This is an optimization exercise on Yosys and OpenROAD, whose aim is small area and a short achievable clock period, not a production implementation. The RTL was checked by simulation tests, not by an equivalence proof against the original design. No activity file was given, so power comes from the tool's default toggle rates.

==> module write_back_regfile, before the edit <==
module write_back_regfile #(
    parameter logic [31:0] SP_INIT = 32'h0000_1000
) (
    input  logic        clk_40,
    input  logic        rst_n_40,
    input  logic        valid_in_40,
    input  logic        stall_40,
    input  logic [5:0]  opcode_in_40,
    input  logic [5:0]  src_reg_in_40,
    input  logic [5:0]  dest_reg_in_40,
    input  logic [5:0]  targ_reg_in_40,
    input  logic [31:0] mem_out1_40,
    input  logic [31:0] mem_out2_40,
    output logic        wb_en_40,
    output logic [4:0]  wb_addr_40,
    output logic [31:0] wb_data_40,
    output logic [31:0] retire_cnt_40,
    output logic [31:0] r0,  output logic [31:0] r1,  output logic [31:0] r2,  output logic [31:0] r3,
    output logic [31:0] r4,  output logic [31:0] r5,  output logic [31:0] r6,  output logic [31:0] r7,
    output logic [31:0] r8,  output logic [31:0] r9,  output logic [31:0] r10, output logic [31:0] r11,
    output logic [31:0] r12, output logic [31:0] r13, output logic [31:0] r14, output logic [31:0] r15,
    output logic [31:0] r16, output logic [31:0] r17, output logic [31:0] r18, output logic [31:0] r19,
    output logic [31:0] r20, output logic [31:0] r21, output logic [31:0] r22, output logic [31:0] r23,
    output logic [31:0] r24, output logic [31:0] r25, output logic [31:0] r26, output logic [31:0] r27,
    output logic [31:0] r28, output logic [31:0] r29, output logic [31:0] r30, output logic [31:0] r31
);
    localparam int unsigned NREGS   = 32;
    localparam logic [5:0]  OP_NOPE = 6'b111111;
    localparam logic [4:0]  SP_IDX  = 5'd27;
    logic [31:0] regs [1:NREGS-1];
    logic [5:0]  dec_idx;
    logic        wr;
    logic        acc;
    logic        retire_pend;
    logic [NREGS-1:1] row_en;
    logic [4:0] op_hit;      
    logic       g_d, g_t, g_c;
    logic [NREGS-1:1] hit_d, hit_t;
    logic [5:0] op, op_n;
    logic       acc_lit_v, acc_lit_s;
    assign op        = opcode_in_40;
    assign op_n      = ~opcode_in_40;
    assign acc_lit_v = valid_in_40;
    assign acc_lit_s = ~stall_40;
    wb_match #(8) u_op0 (.x({acc_lit_v, acc_lit_s, op[5],   op[4],   op_n[3], op_n[2], op_n[1], op[0]}),   .y(op_hit[0]));
    wb_match #(8) u_op1 (.x({acc_lit_v, acc_lit_s, op[5],   op_n[4], op_n[3], op[2],   op[1],   op[0]}),   .y(op_hit[1]));
    wb_match #(8) u_op2 (.x({acc_lit_v, acc_lit_s, op_n[5], op_n[4], op_n[3], op[2],   op_n[1], op_n[0]}), .y(op_hit[2]));
    wb_match #(7) u_op3 (.x({acc_lit_v, acc_lit_s, op_n[5], op[4],            op[2],   op[1],   op[0]}),   .y(op_hit[3]));
    wb_match #(8) u_op4 (.x({acc_lit_v, acc_lit_s, op_n[5], op_n[4], op_n[3], op_n[2], op_n[1], op_n[0]}), .y(g_c));
    assign g_d = op_hit[0] | op_hit[1];
    assign g_t = op_hit[2] | op_hit[3];
    for (genvar g = 1; g < NREGS; g++) begin : g_hit
        wb_match #(6) u_hd (.x(~(dest_reg_in_40 ^ 6'(g))), .y(hit_d[g]));
        wb_match #(6) u_ht (.x(~(targ_reg_in_40 ^ 6'(g))), .y(hit_t[g]));
    end
    always_comb begin
        acc = valid_in_40 && !stall_40;
        dec_idx = g_d ? dest_reg_in_40 : g_t ? targ_reg_in_40 : 6'd31;
        wr  = (g_d && !dest_reg_in_40[5] && (dest_reg_in_40[4:0] != 5'd0)) ||
              (g_t && !targ_reg_in_40[5] && (targ_reg_in_40[4:0] != 5'd0)) || g_c;
    end
    logic [NREGS-1:1] row_hold;
    for (genvar g = 1; g < NREGS - 1; g++) begin : g_row
        wb_row_en u_en (
            .a1(g_d), .a2(hit_d[g]), .b1(g_t), .b2(hit_t[g]), .en(row_en[g])
        );
        wb_row_hold u_hold (
            .a1(g_d), .a2(hit_d[g]), .b1(g_t), .b2(hit_t[g]), .hold(row_hold[g])
        );
    end
    assign row_en[NREGS-1]   = (g_d && hit_d[NREGS-1]) || (g_t && hit_t[NREGS-1]) || g_c;
    assign row_hold[NREGS-1] = !row_en[NREGS-1];
    always_ff @(posedge clk_40 or negedge rst_n_40) begin
        if (!rst_n_40) begin
            wb_en_40    <= 1'b0;
            wb_addr_40  <= 5'd0;
            wb_data_40  <= 32'd0;
            retire_pend <= 1'b0;
        end else begin
            wb_en_40    <= wr;
            wb_addr_40  <= wr ? dec_idx[4:0] : 5'd0;
            wb_data_40  <= wr ? mem_out1_40 : 32'd0;
            retire_pend <= acc && (opcode_in_40 != OP_NOPE);
        end
    end
    for (genvar g = 1; g < NREGS; g++) begin : g_reg
        logic [31:0] nxt;
        for (genvar b = 0; b < 32; b++) begin : g_bit
            wb_rf_hold u_sel (
                .wr  (row_en[g]),
                .hold(row_hold[g]),
                .d   (mem_out1_40[b]),
                .q   (regs[g][b]),
                .nxt (nxt[b])
            );
        end
        always_ff @(posedge clk_40 or negedge rst_n_40) begin
            if (!rst_n_40) begin
                regs[g] <= (5'(g) == SP_IDX) ? SP_INIT : 32'd0;
            end else begin
                regs[g] <= nxt;
            end
        end
    end
    always_ff @(posedge clk_40 or negedge rst_n_40) begin
        if (!rst_n_40) begin
            retire_cnt_40 <= 32'd0;
        end else if (retire_pend) begin
            retire_cnt_40 <= retire_cnt_40 + 32'd1;
        end
    end
    assign r0  = 32'd0;
    assign r1  = regs[1];  assign r2  = regs[2];  assign r3  = regs[3];
    assign r4  = regs[4];  assign r5  = regs[5];  assign r6  = regs[6];  assign r7  = regs[7];
    assign r8  = regs[8];  assign r9  = regs[9];  assign r10 = regs[10]; assign r11 = regs[11];
    assign r12 = regs[12]; assign r13 = regs[13]; assign r14 = regs[14]; assign r15 = regs[15];
    assign r16 = regs[16]; assign r17 = regs[17]; assign r18 = regs[18]; assign r19 = regs[19];
    assign r20 = regs[20]; assign r21 = regs[21]; assign r22 = regs[22]; assign r23 = regs[23];
    assign r24 = regs[24]; assign r25 = regs[25]; assign r26 = regs[26]; assign r27 = regs[27];
    assign r28 = regs[28]; assign r29 = regs[29]; assign r30 = regs[30]; assign r31 = regs[31];
endmodule
Settings: LEC_CHECK=0, CAP_MARGIN=20, CORE_AREA=5 5 345 345, CTS_CLUSTER_DIAMETER=80, CTS_CLUSTER_SIZE=28, DIE_AREA=0 0 350 350, SETUP_SLACK_MARGIN=1.8, SLEW_MARGIN=20, SYNTH_HIERARCHICAL=1; clock period 4.0 ns.
standard.sh (not shown) runs the stock make flow with config.mk's settings and CLKGATE_MAP_FILE= SYNTH_SCRIPT=/design/flow/synth_recipe.tcl, a recipe that flattens the netlist after the stock synthesis.
==> flow/flow/run.sh <==
#!/bin/bash
# The standard layout, with two changes: the port buffers are the smallest
# plain buffer (buf_1) instead of the delay buffer buffer_ports picks, and
# pins may sit on adjacent tracks so that the die can be smaller.
set -euo pipefail
bash standard.sh \
  "BUFFER_PORTS_ARGS=-buffer_cell sky130_fd_sc_hd__buf_1" \
  "PLACE_PINS_ARGS=-min_distance 1 -min_distance_in_tracks" \
  finish > make.log 2>&1
Rerun with:
--- a/flow/design.v
+++ b/flow/design.v
@@ -67,10 +67,16 @@
         wb_row_hold u_hold (
             .a1(g_d), .a2(hit_d[g]), .b1(g_t), .b2(hit_t[g]), .hold(row_hold[g])
         );
     end
-    assign row_en[NREGS-1]   = (g_d && hit_d[NREGS-1]) || (g_t && hit_t[NREGS-1]) || g_c;
-    assign row_hold[NREGS-1] = !row_en[NREGS-1];
+    wb_row31_en u_en31 (
+        .a1(g_d), .a2(hit_d[NREGS-1]), .b1(g_t), .b2(hit_t[NREGS-1]), .c(g_c),
+        .en(row_en[NREGS-1])
+    );
+    wb_row31_hold u_hold31 (
+        .a1(g_d), .a2(hit_d[NREGS-1]), .b1(g_t), .b2(hit_t[NREGS-1]), .c(g_c),
+        .hold(row_hold[NREGS-1])
+    );
     always_ff @(posedge clk_40 or negedge rst_n_40) begin
         if (!rst_n_40) begin
             wb_en_40    <= 1'b0;
             wb_addr_40  <= 5'd0;
@@ -153,4 +159,24 @@
     output logic hold
 );
     assign hold = ~((a1 & a2) | (b1 & b2));
 endmodule
+module wb_row31_en (
+    input  logic a1,
+    input  logic a2,
+    input  logic b1,
+    input  logic b2,
+    input  logic c,
+    output logic en
+);
+    assign en = (a1 & a2) | (b1 & b2) | c;
+endmodule
+module wb_row31_hold (
+    input  logic a1,
+    input  logic a2,
+    input  logic b1,
+    input  logic b2,
+    input  logic c,
+    output logic hold
+);
+    assign hold = ~((a1 & a2) | (b1 & b2) | c);
+endmodule
What happened: Critical path depth went down by 1. Fmax is higher by 8.2%. Sequential power is about the same. Combinational power climbs by about 5%. Worst setup slack gains 180 ps. Via count barely changes. Total power increases by 0.89%. Utilization went up by 0.36 points.

==> what the ideal ports hide <==
How much do the figures lean on ideal ports? The routed layouts below were timed once more, with nothing changed but the port constraints.
Step 1, drivers: a clkbuf_16 drives clk_40 and a buf_2 each remaining input, both assumed.
Step 2 times the ports against the registers' clock, not the clock port: input delays grow and output delays shrink by t, the midpoint of the rising clock arrivals with the driver on.
Slacks: no drivers / after step 1 / after step 2; pairs: no drivers / after step 1.
run | t (ns) | setup WS [ns] | worst setup path at the end | worst register clock-pin slew, ns | worst data-port slew with drivers (ns)
the first run | 0.730 | 1.665 / 1.585 / 0.855 | input to register | 0.11 / 0.11 | 0.20
the second run | 0.723 | 1.842 / 1.782 / 1.063 | input to register | 0.11 / 0.11 | 0.16
After both steps every run listed still meets setup and hold. For the first run, which loses most, drivers alone change the setup slack by -0.080 ns; drivers and shift together by -0.810 ns.
